This is an optimization exercise on Yosys and OpenROAD, whose aim is small area, a short achievable clock period and few clock cycles per item, not a production implementation.
Where RTL was checked, it was by simulation tests only, not by an equivalence proof against the original.
Power and IR drop assume default switching activity.

==> inputs of raven <==
// gaussian_pyramid_core
module gaussian_pyramid_core
#(
  parameter int BIT_DEPTH = 8,
  parameter int TOP_WIDTH = 64,
  parameter int TOP_HEIGHT = 64,
  parameter int READ_LATENCY = 2,
  localparam int A1 = $clog2(TOP_WIDTH * TOP_HEIGHT),
  localparam int A2 = $clog2((TOP_WIDTH >> 1) * (TOP_HEIGHT >> 1)),
  localparam int A3 = $clog2((TOP_WIDTH >> 2) * (TOP_HEIGHT >> 2))
) (
  input  logic                 clk_in,
  input  logic                 rst_in,
  input  logic                 start_in,
  output logic [A1-1:0]        ext_read_addr,
  output logic                 ext_read_addr_valid,
  input  logic [BIT_DEPTH-1:0] ext_pixel_in,
  output logic [A1-1:0]        O1L1_write_addr, O1L2_write_addr, O1L3_write_addr,
  output logic                 O1L1_write_valid, O1L2_write_valid, O1L3_write_valid,
  output logic [BIT_DEPTH-1:0] O1L1_pixel_out, O1L2_pixel_out, O1L3_pixel_out,
  output logic [A2-1:0]        O2L1_write_addr, O2L2_write_addr, O2L3_write_addr,
  output logic                 O2L1_write_valid, O2L2_write_valid, O2L3_write_valid,
  output logic [BIT_DEPTH-1:0] O2L1_pixel_out, O2L2_pixel_out, O2L3_pixel_out,
  output logic [A3-1:0]        O3L1_write_addr, O3L2_write_addr, O3L3_write_addr,
  output logic                 O3L1_write_valid, O3L2_write_valid, O3L3_write_valid,
  output logic [BIT_DEPTH-1:0] O3L1_pixel_out, O3L2_pixel_out, O3L3_pixel_out,
  output logic                 pyramid_done
);
  localparam int W2 = TOP_WIDTH >> 1;
  localparam int H2 = TOP_HEIGHT >> 1;
  localparam int W3 = TOP_WIDTH >> 2;
  localparam int H3 = TOP_HEIGHT >> 2;
  localparam int LW1 = $clog2(TOP_WIDTH);
  localparam int LW2 = $clog2(W2);
  localparam int LW3 = $clog2(W3);
  localparam int N1 = TOP_WIDTH * TOP_HEIGHT;
  localparam int CW = A1 + 1;
  localparam int LAT1 = READ_LATENCY + 1 + TOP_WIDTH + 2;
  localparam int LAT2 = LAT1 + TOP_WIDTH + 3;
  localparam int DONE_AT = N1 + 78;
  localparam int FL21 = N1 - 64;
  localparam int FL31 = N1 + 8;
  ...
==> flow/config.mk <==
export PLATFORM = sky130hd
export DESIGN_NAME = gaussian_pyramid_core
export DESIGN_NICKNAME = gaussian_pyramid_core
export VERILOG_FILES = /design/flow/design.v
export SDC_FILE = /design/flow/constraint.sdc
export NUM_CORES = 4
export LEC_CHECK = 0
export CAP_MARGIN = 20
export CORE_MARGIN = 2
export CORE_UTILIZATION = 60
export SLEW_MARGIN = 20
==> flow/constraint.sdc <==
create_clock -name core_clock -period 10.0 [get_ports {clk_in}]
set_input_delay 2.0000 -clock core_clock [delete_from_list [all_inputs] [get_ports {clk_in}]]
set_output_delay 2.0000 -clock core_clock [all_outputs]
set_load 0.01 [all_outputs]
standard.sh (not shown) runs the stock make flow with config.mk's settings and CLKGATE_MAP_FILE= SYNTH_SCRIPT=/design/flow/synth_recipe.tcl, a recipe that flattens the netlist after the stock synthesis.
==> flow/flow/run.sh <==
#!/bin/bash
# Standard layout with buf_4 port buffers, and timing repair aiming at 6.5 ns of setup slack
# (a 3.5 ns period) while the constraints stay at the design's 10 ns clock.
export BUFFER_PORTS_ARGS="-buffer_cell sky130_fd_sc_hd__buf_4"
export SETUP_SLACK_MARGIN=6.5
bash standard.sh > standard.log 2>&1
==> lagoon: changes against raven <==
==> flow/design.v (replaced) <==
package gaussian_pyramid_pkg;
  localparam int NORM_SHIFT = 4;
endpackage
import gaussian_pyramid_pkg::*;
module blur_free
#(
  parameter int W = 64,
  parameter int BIT_DEPTH = 8
) (
  input  logic                 clk,
  input  logic [BIT_DEPTH-1:0] in_pixel,
  input  logic                 border,
  output logic [BIT_DEPTH-1:0] out_pixel,
  output logic [BIT_DEPTH-1:0] out_copy,
  output logic [BIT_DEPTH-1:0] out_centre
);
  localparam int VW = BIT_DEPTH + 2;
  localparam int SW = BIT_DEPTH + 4;
  logic [W-1:0][BIT_DEPTH-1:0] sra, srb;
  logic [VW-1:0] va, vb;
  logic [SW-1:0] w;
  logic [BIT_DEPTH-1:0] ca, cb, res;
  logic [SW-1:0] h;
  assign h = w + SW'(va);
  assign res = border ? cb : h[SW-1:NORM_SHIFT];
  always_ff @(posedge clk) begin
    sra <= {sra[W-2:0], in_pixel};
    srb <= {srb[W-2:0], sra[W-1]};
    va <= VW'(srb[W-1]) + (VW'(sra[W-1]) << 1) + VW'(in_pixel);
    vb <= va;
    w <= SW'(vb) + (SW'(va) << 1);
    ca <= sra[W-1];
    cb <= ca;
    out_pixel <= res;
    out_copy <= res;
    out_centre <= cb;
  end
endmodule
module line_ring
#(
  parameter int L = 64,
  parameter int BIT_DEPTH = 8,
  parameter bit AHEAD = 1'b0
) (
  input  logic                   clk,
  input  logic                   we0,
  input  logic [BIT_DEPTH-1:0]   d0,
  input  logic                   we1,
  input  logic [BIT_DEPTH-1:0]   d1,
  output logic [BIT_DEPTH-1:0]   q1,
  output logic [BIT_DEPTH-1:0]   q2,
  output logic [BIT_DEPTH+1:0]   r
);
  logic [L-1:0][BIT_DEPTH-1:0] s;
  assign q1 = s[L-1];
  assign q2 = s[L-2];
  always_ff @(posedge clk)
    s <= {s[L-2:0], we0 ? d0 : we1 ? d1 : s[L-1]};
  if (AHEAD) begin : g_ahead
    always_ff @(posedge clk)
      r <= (BIT_DEPTH + 2)'(s[L-3]) + ((BIT_DEPTH + 2)'(s[L-2]) << 1);
  end else begin : g_now
    assign r = (BIT_DEPTH + 2)'(q2) + ((BIT_DEPTH + 2)'(q1) << 1);
  end
endmodule
module blur_ring
#(
  parameter int W = 32,
  parameter int H = 32,
  parameter int BIT_DEPTH = 8,
  parameter bit FINAL = 1'b0
) (
  input  logic                       clk,
  input  logic                       rst_n,
  input  logic                       clr,
  input  logic                       ev,
  input  logic                       go,
  input  logic [BIT_DEPTH-1:0]       in_pixel,
  input  logic [BIT_DEPTH-1:0]       ring_q1,
  input  logic [BIT_DEPTH+1:0]       ring_r,
  output logic                       ring_we,
  output logic [BIT_DEPTH-1:0]       ring_d,
  output logic                       out_valid,
  output logic                       out_valid_int,
  output logic                       out_keep,
  output logic                       out_keep_int,
  output logic [$clog2(W*H)-1:0]     out_addr,
  output logic [BIT_DEPTH-1:0]       out_pixel,
  output logic [BIT_DEPTH-1:0]       out_pixel_int,
  output logic [BIT_DEPTH-1:0]       out_centre
);
  localparam int AW = $clog2(W * H);
  localparam int LW = $clog2(W);
  localparam int VW = BIT_DEPTH + 2;
  localparam int SW = BIT_DEPTH + 4;
  logic [AW-1:0] cnt;
  logic [VW-1:0] va, vb;
  logic [SW-1:0] w;
  logic [BIT_DEPTH-1:0] ca, cb, xd, res, cen;
  logic [SW-1:0] h;
  logic ev_d, emit, emit_d, border, copy_d, left_d, wr_d, keep;
  assign emit = ev && go;
  assign h = w + SW'(va);
  assign border = cnt[AW-1:LW] == '0 || &cnt[AW-1:LW] || cnt[LW-1:0] == '0 || &cnt[LW-1:0];
  assign ring_we = ev || ev_d;
  assign ring_d = ev ? in_pixel : ca;
  assign wr_d = emit_d || copy_d || left_d;
  assign keep = (emit_d || left_d) && !cnt[LW] && !cnt[0];
  always_comb begin
    if (emit_d) begin
      res = border ? cb : h[SW-1:NORM_SHIFT];
      cen = cb;
    end else if (copy_d) begin
      res = xd;
      cen = xd;
    end else begin
      res = ca;
      cen = ca;
    end
  end
  always_ff @(posedge clk) begin
    if (ev) begin
      va <= ring_r + VW'(in_pixel);
      vb <= va;
      w <= SW'(vb) + (SW'(va) << 1);
      ca <= ring_q1;
      cb <= ca;
      xd <= in_pixel;
    end
    out_pixel <= res;
    out_pixel_int <= res;
    out_centre <= cen;
    out_addr <= copy_d ? {cnt[AW-1:LW] + 1'b1, cnt[LW-1:0]} : cnt;
  end
  always_ff @(posedge clk or negedge rst_n) begin
    if (!rst_n) begin
      cnt <= '0;
      ev_d <= 1'b0;
      emit_d <= 1'b0;
      copy_d <= 1'b0;
      left_d <= 1'b0;
      out_valid <= 1'b0;
      out_valid_int <= 1'b0;
      out_keep <= 1'b0;
      out_keep_int <= 1'b0;
    end else begin
      cnt <= clr ? '0 : (emit_d || left_d) ? cnt + 1'b1 : cnt;
      ev_d <= ev && !clr;
      emit_d <= emit && !clr;
      copy_d <= FINAL && emit_d && !clr && cnt >= AW'(W * (H - 2) - 1);
      left_d <= FINAL && copy_d && !clr && cnt == AW'(W * (H - 1) - 1);
      out_valid <= wr_d;
      out_valid_int <= wr_d;
      out_keep <= keep;
      out_keep_int <= keep;
    end
  end
endmodule
import gaussian_pyramid_pkg::*;
module gaussian_pyramid_core
#(
  parameter int BIT_DEPTH = 8,
  parameter int TOP_WIDTH = 64,
  parameter int TOP_HEIGHT = 64,
  parameter int READ_LATENCY = 2,
  localparam int A1 = $clog2(TOP_WIDTH * TOP_HEIGHT),
  localparam int A2 = $clog2((TOP_WIDTH >> 1) * (TOP_HEIGHT >> 1)),
  localparam int A3 = $clog2((TOP_WIDTH >> 2) * (TOP_HEIGHT >> 2))
) (
  input  logic                 clk_in,
  input  logic                 rst_in,
  input  logic                 start_in,
  output logic [A1-1:0]        ext_read_addr,
  output logic                 ext_read_addr_valid,
  input  logic [BIT_DEPTH-1:0] ext_pixel_in,
  output logic [A1-1:0]        O1L1_write_addr, O1L2_write_addr, O1L3_write_addr,
  output logic                 O1L1_write_valid, O1L2_write_valid, O1L3_write_valid,
  output logic [BIT_DEPTH-1:0] O1L1_pixel_out, O1L2_pixel_out, O1L3_pixel_out,
  output logic [A2-1:0]        O2L1_write_addr, O2L2_write_addr, O2L3_write_addr,
  output logic                 O2L1_write_valid, O2L2_write_valid, O2L3_write_valid,
  output logic [BIT_DEPTH-1:0] O2L1_pixel_out, O2L2_pixel_out, O2L3_pixel_out,
  output logic [A3-1:0]        O3L1_write_addr, O3L2_write_addr, O3L3_write_addr,
  output logic                 O3L1_write_valid, O3L2_write_valid, O3L3_write_valid,
  output logic [BIT_DEPTH-1:0] O3L1_pixel_out, O3L2_pixel_out, O3L3_pixel_out,
  output logic                 pyramid_done
);
  localparam int W2 = TOP_WIDTH >> 1;
  localparam int H2 = TOP_HEIGHT >> 1;
  localparam int W3 = TOP_WIDTH >> 2;
  localparam int H3 = TOP_HEIGHT >> 2;
  localparam int LW1 = $clog2(TOP_WIDTH);
  localparam int LW2 = $clog2(W2);
  localparam int LW3 = $clog2(W3);
  localparam int N1 = TOP_WIDTH * TOP_HEIGHT;
  localparam int CW = A1 + 1;
  localparam int LAT1 = READ_LATENCY + 1 + TOP_WIDTH + 2;
  localparam int LAT2 = LAT1 + TOP_WIDTH + 3;
  localparam int DONE_AT = N1 + 78;
  localparam int FL21 = N1 - 64;
  localparam int FL31 = N1 + 8;
  localparam int GO21 = 2 * TOP_WIDTH + 3;
  localparam int GO22 = GO21 + 2 * TOP_WIDTH + 4;
  localparam int GO31 = GO21 + 6 * TOP_WIDTH + 10;
  localparam int GO32 = GO21 + 10 * TOP_WIDTH + 16;
  logic start, busy, rd_en, o2v1_int;
  logic [BIT_DEPTH-1:0] px;
  logic [CW-1:0] b1, b2;
  logic brd1, brd2, v23, o2l1;
  logic [A1-1:0] a11, a23;
  always_ff @(posedge clk_in or negedge rst_in) begin
    if (!rst_in) begin
      busy <= 1'b0;
      rd_en <= 1'b0;
      ext_read_addr_valid <= 1'b0;
      ext_read_addr <= '0;
      O1L1_write_valid <= 1'b0;
      b1 <= '0;
      b2 <= '0;
      v23 <= 1'b0;
      O2L1_write_valid <= 1'b0;
      o2v1_int <= 1'b0;
      pyramid_done <= 1'b0;
    end else begin
      if (start) begin
        busy <= 1'b1;
        rd_en <= 1'b1;
        ext_read_addr_valid <= 1'b1;
        ext_read_addr <= '0;
        b1 <= CW'(-LAT1);
        b2 <= CW'(-LAT2);
      end else begin
        if (pyramid_done) busy <= 1'b0;
        if (&ext_read_addr) begin
          rd_en <= 1'b0;
          ext_read_addr_valid <= 1'b0;
        end
        if (rd_en) ext_read_addr <= ext_read_addr + 1'b1;
        if (busy) begin
          b1 <= b1 + 1'b1;
          b2 <= b2 + 1'b1;
        end
      end
      O1L1_write_valid <= busy && !b1[CW-1];
      v23 <= busy && !b2[CW-1];
      O2L1_write_valid <= o2l1;
      o2v1_int <= o2l1;
      pyramid_done <= busy && !pyramid_done && b2 == CW'(DONE_AT);
    end
  end
  always_ff @(posedge clk_in) begin
    px <= ext_pixel_in;
    a11 <= b1[A1-1:0];
    a23 <= b2[A1-1:0];
  end
  assign start = start_in && !busy;
  assign o2l1 = busy && !b2[CW-1] && !b2[LW1] && !b2[0];
  assign brd1 = b1[A1-1:LW1] == '0 || &b1[A1-1:LW1] || b1[LW1-1:0] == '0 || &b1[LW1-1:0];
  assign brd2 = b2[A1-1:LW1] == '0 || &b2[A1-1:LW1] || b2[LW1-1:0] == '0 || &b2[LW1-1:0];
  assign O1L1_write_addr = a11;
  logic [BIT_DEPTH-1:0] l2, l3_int;
  blur_free #(.W(TOP_WIDTH), .BIT_DEPTH(BIT_DEPTH)) u_b11 (
    .clk(clk_in), .in_pixel(px), .border(brd1), .out_pixel(), .out_copy(l2), .out_centre(O1L1_pixel_out));
  blur_free #(.W(TOP_WIDTH), .BIT_DEPTH(BIT_DEPTH)) u_b12 (
    .clk(clk_in), .in_pixel(l2), .border(brd2), .out_pixel(O1L3_pixel_out), .out_copy(l3_int),
    .out_centre(O1L2_pixel_out));
  assign O1L2_write_valid = v23;
  assign O1L3_write_valid = v23;
  assign O1L2_write_addr = a23;
  assign O1L3_write_addr = a23;
  assign O2L1_write_addr = {a23[A1-1:LW1+1], a23[LW1-1:1]};
  assign O2L1_pixel_out = O1L3_pixel_out;
  logic f21, f31;
  logic ev21, ev22, ev31, ev32;
  logic o2v, o3v, o3k_int;
  logic [BIT_DEPTH-1:0] o2p1, o3p1, o2p2;
  logic r21we, r22we, r31we, r32we;
  logic [BIT_DEPTH-1:0] r21d, r22d, r31d, r32d, r21q1, r22q1, r3q1;
  logic [BIT_DEPTH+1:0] r21r, r22r, r3r;
  always_ff @(posedge clk_in or negedge rst_in) begin
    if (!rst_in) begin
      f21 <= 1'b0;
      f31 <= 1'b0;
    end else begin
      f21 <= busy && b2 >= CW'(FL21) && b2 <= CW'(FL21 + 2 * W2) && b2[0] == FL21[0];
      f31 <= busy && b2 >= CW'(FL31) && b2 <= CW'(FL31 + 4 * W3) && b2[1:0] == FL31[1:0];
    end
  end
  assign ev21 = o2v1_int || f21;
  assign ev22 = o2v;
  assign ev31 = o3k_int || f31;
  assign ev32 = o3v;
  line_ring #(.L(TOP_WIDTH), .BIT_DEPTH(BIT_DEPTH)) u_r21 (
    .clk(clk_in), .we0(r21we), .d0(r21d), .we1(1'b0), .d1(r21d), .q1(r21q1), .q2(), .r(r21r));
  line_ring #(.L(TOP_WIDTH), .BIT_DEPTH(BIT_DEPTH)) u_r22 (
    .clk(clk_in), .we0(r22we), .d0(r22d), .we1(1'b0), .d1(r22d), .q1(r22q1), .q2(), .r(r22r));
  line_ring #(.L(TOP_WIDTH), .BIT_DEPTH(BIT_DEPTH), .AHEAD(1'b1)) u_r3 (
    .clk(clk_in), .we0(r31we), .d0(r31d), .we1(r32we), .d1(r32d), .q1(r3q1), .q2(), .r(r3r));
  blur_ring #(.W(W2), .H(H2), .BIT_DEPTH(BIT_DEPTH)) u_b21 (
    .clk(clk_in), .rst_n(rst_in), .clr(start), .ev(ev21), .go(b2 >= CW'(GO21)), .in_pixel(l3_int),
    .ring_q1(r21q1), .ring_r(r21r), .ring_we(r21we), .ring_d(r21d),
    .out_valid(), .out_valid_int(o2v), .out_keep(), .out_keep_int(), .out_addr(),
    .out_pixel(), .out_pixel_int(o2p1), .out_centre());
  blur_ring #(.W(W2), .H(H2), .BIT_DEPTH(BIT_DEPTH), .FINAL(1'b1)) u_b22 (
    .clk(clk_in), .rst_n(rst_in), .clr(start), .ev(ev22), .go(b2 >= CW'(GO22)), .in_pixel(o2p1),
    .ring_q1(r22q1), .ring_r(r22r), .ring_we(r22we), .ring_d(r22d),
    .out_valid(O2L3_write_valid), .out_valid_int(), .out_keep(O3L1_write_valid), .out_keep_int(o3k_int),
    .out_addr(O2L3_write_addr), .out_pixel(O2L3_pixel_out), .out_pixel_int(o2p2),
    .out_centre(O2L2_pixel_out));
  assign O2L2_write_valid = O2L3_write_valid;
  assign O2L2_write_addr = O2L3_write_addr;
  assign O3L1_write_addr = {O2L3_write_addr[A2-1:LW2+1], O2L3_write_addr[LW2-1:1]};
  assign O3L1_pixel_out = O2L3_pixel_out;
  blur_ring #(.W(W3), .H(H3), .BIT_DEPTH(BIT_DEPTH)) u_b31 (
    .clk(clk_in), .rst_n(rst_in), .clr(start), .ev(ev31), .go(b2 >= CW'(GO31)), .in_pixel(o2p2),
    .ring_q1(r3q1), .ring_r(r3r), .ring_we(r31we), .ring_d(r31d),
    .out_valid(), .out_valid_int(o3v), .out_keep(), .out_keep_int(), .out_addr(),
    .out_pixel(), .out_pixel_int(o3p1), .out_centre());
  blur_ring #(.W(W3), .H(H3), .BIT_DEPTH(BIT_DEPTH), .FINAL(1'b1)) u_b32 (
    .clk(clk_in), .rst_n(rst_in), .clr(start), .ev(ev32), .go(b2 >= CW'(GO32)), .in_pixel(o3p1),
    .ring_q1(r3q1), .ring_r(r3r), .ring_we(r32we), .ring_d(r32d),
    .out_valid(O3L3_write_valid), .out_valid_int(), .out_keep(), .out_keep_int(),
    .out_addr(O3L3_write_addr), .out_pixel(O3L3_pixel_out), .out_pixel_int(),
    .out_centre(O3L2_pixel_out));
  assign O3L2_write_valid = O3L3_write_valid;
  assign O3L2_write_addr = O3L3_write_addr;
endmodule
==> flow/flow/run.sh (replaced) <==
#!/bin/bash
# Standard layout with buf_4 port buffers, timing repair aiming at 6.5 ns of setup slack
# (a 3.5 ns period) while the constraints stay at the design's 10 ns clock, and larger
# clock-tree sink clusters.
export BUFFER_PORTS_ARGS="-buffer_cell sky130_fd_sc_hd__buf_4"
export SETUP_SLACK_MARGIN=6.5
export CTS_ARGS="-sink_clustering_enable -repair_clock_nets -sink_clustering_size 27 -sink_clustering_max_diameter 90 -dont_use_dummy_load -buf_list {sky130_fd_sc_hd__clkbuf_8 sky130_fd_sc_hd__clkbuf_16}"
bash standard.sh > standard.log 2>&1
--- a/flow/config.mk
+++ b/flow/config.mk
@@ -5,7 +5,7 @@
 export SDC_FILE = /design/flow/constraint.sdc
 export NUM_CORES = 4
 export LEC_CHECK = 0
 export CAP_MARGIN = 20
 export CORE_MARGIN = 2
-export CORE_UTILIZATION = 60
+export CORE_UTILIZATION = 40
 export SLEW_MARGIN = 20
==> comparison table <==
item                                                                                          lagoon                         raven
Result of the run                                                            complete, no violations       complete, no violations
Total number of tap cells                                                                       3167                          2072
Instance count of the mapped netlist                                                            5757                          5619
Post-synthesis share of cell area spent on and, or, nand and nor gates                         3.10%                         2.71%
Worst setup path start                                                  ext_read_addr[4]$_DFFE_PN0P_  u_b22.out_pixel[0]$_DFFE_PP_
Sequential power share                                                                         66.8%                         54.8%
Effective utilization at floorplan                                                             40.3%                         60.6%
Met3 usage                                                                                     2.05%                         3.47%
Power dissipated in sequential cells                                                        0.0192 W                      0.0177 W
Number of nets at the end of the flow                                                           6245                          6364
Proportion of synthesized flip-flops having asynchronous set or reset                          2.43%                         3.31%
Data buffer area share                                                                         1.51%                         2.07%
Largest stage delay on the critical path                                                     0.45 ns                       0.54 ns
Setup ws final                                                                               6.61 ns                       6.37 ns
Pin count of the biggest net entering global routing                                              74                            76
Testbench counts of lagoon, summed over its fixed seeds: cycles 138,016, frames 32.
Function not checked in raven: the RTL went through the layout flow alone.

==> re-timing with driven ports <==
The results above use ideal ports. As a check the final layouts listed here were re-extracted and re-timed, cells and wires unchanged.
Step 1, drivers: a clkbuf_16 drives clk_in and a buf_2 each remaining input, both assumed.
Step 2 times the ports against the registers' clock, not the clock port: input delays grow and output delays shrink by t, the midpoint of the rising clock arrivals with the driver on.
Slacks: no drivers / after step 1 / after step 2; pairs: no drivers / after step 1.
| run | shift t [ns] | setup WS [ns] | worst hold slack (ns) | worst register clock-pin slew, ns |
|---|---|---|---|---|
| raven | 0.965 | 6.368 / 6.294 / 6.537 | 0.294 / 0.294 / 0.294 | 0.07 / 0.07 |
| lagoon | 0.845 | 6.609 / 6.527 / 6.492 | 0.284 / 0.284 / 0.284 | 0.11 / 0.11 |
After both steps setup and hold are still met in every run listed. The setup slack of lagoon, which loses most, moves by -0.082 ns with the drivers and by -0.117 ns with both steps.
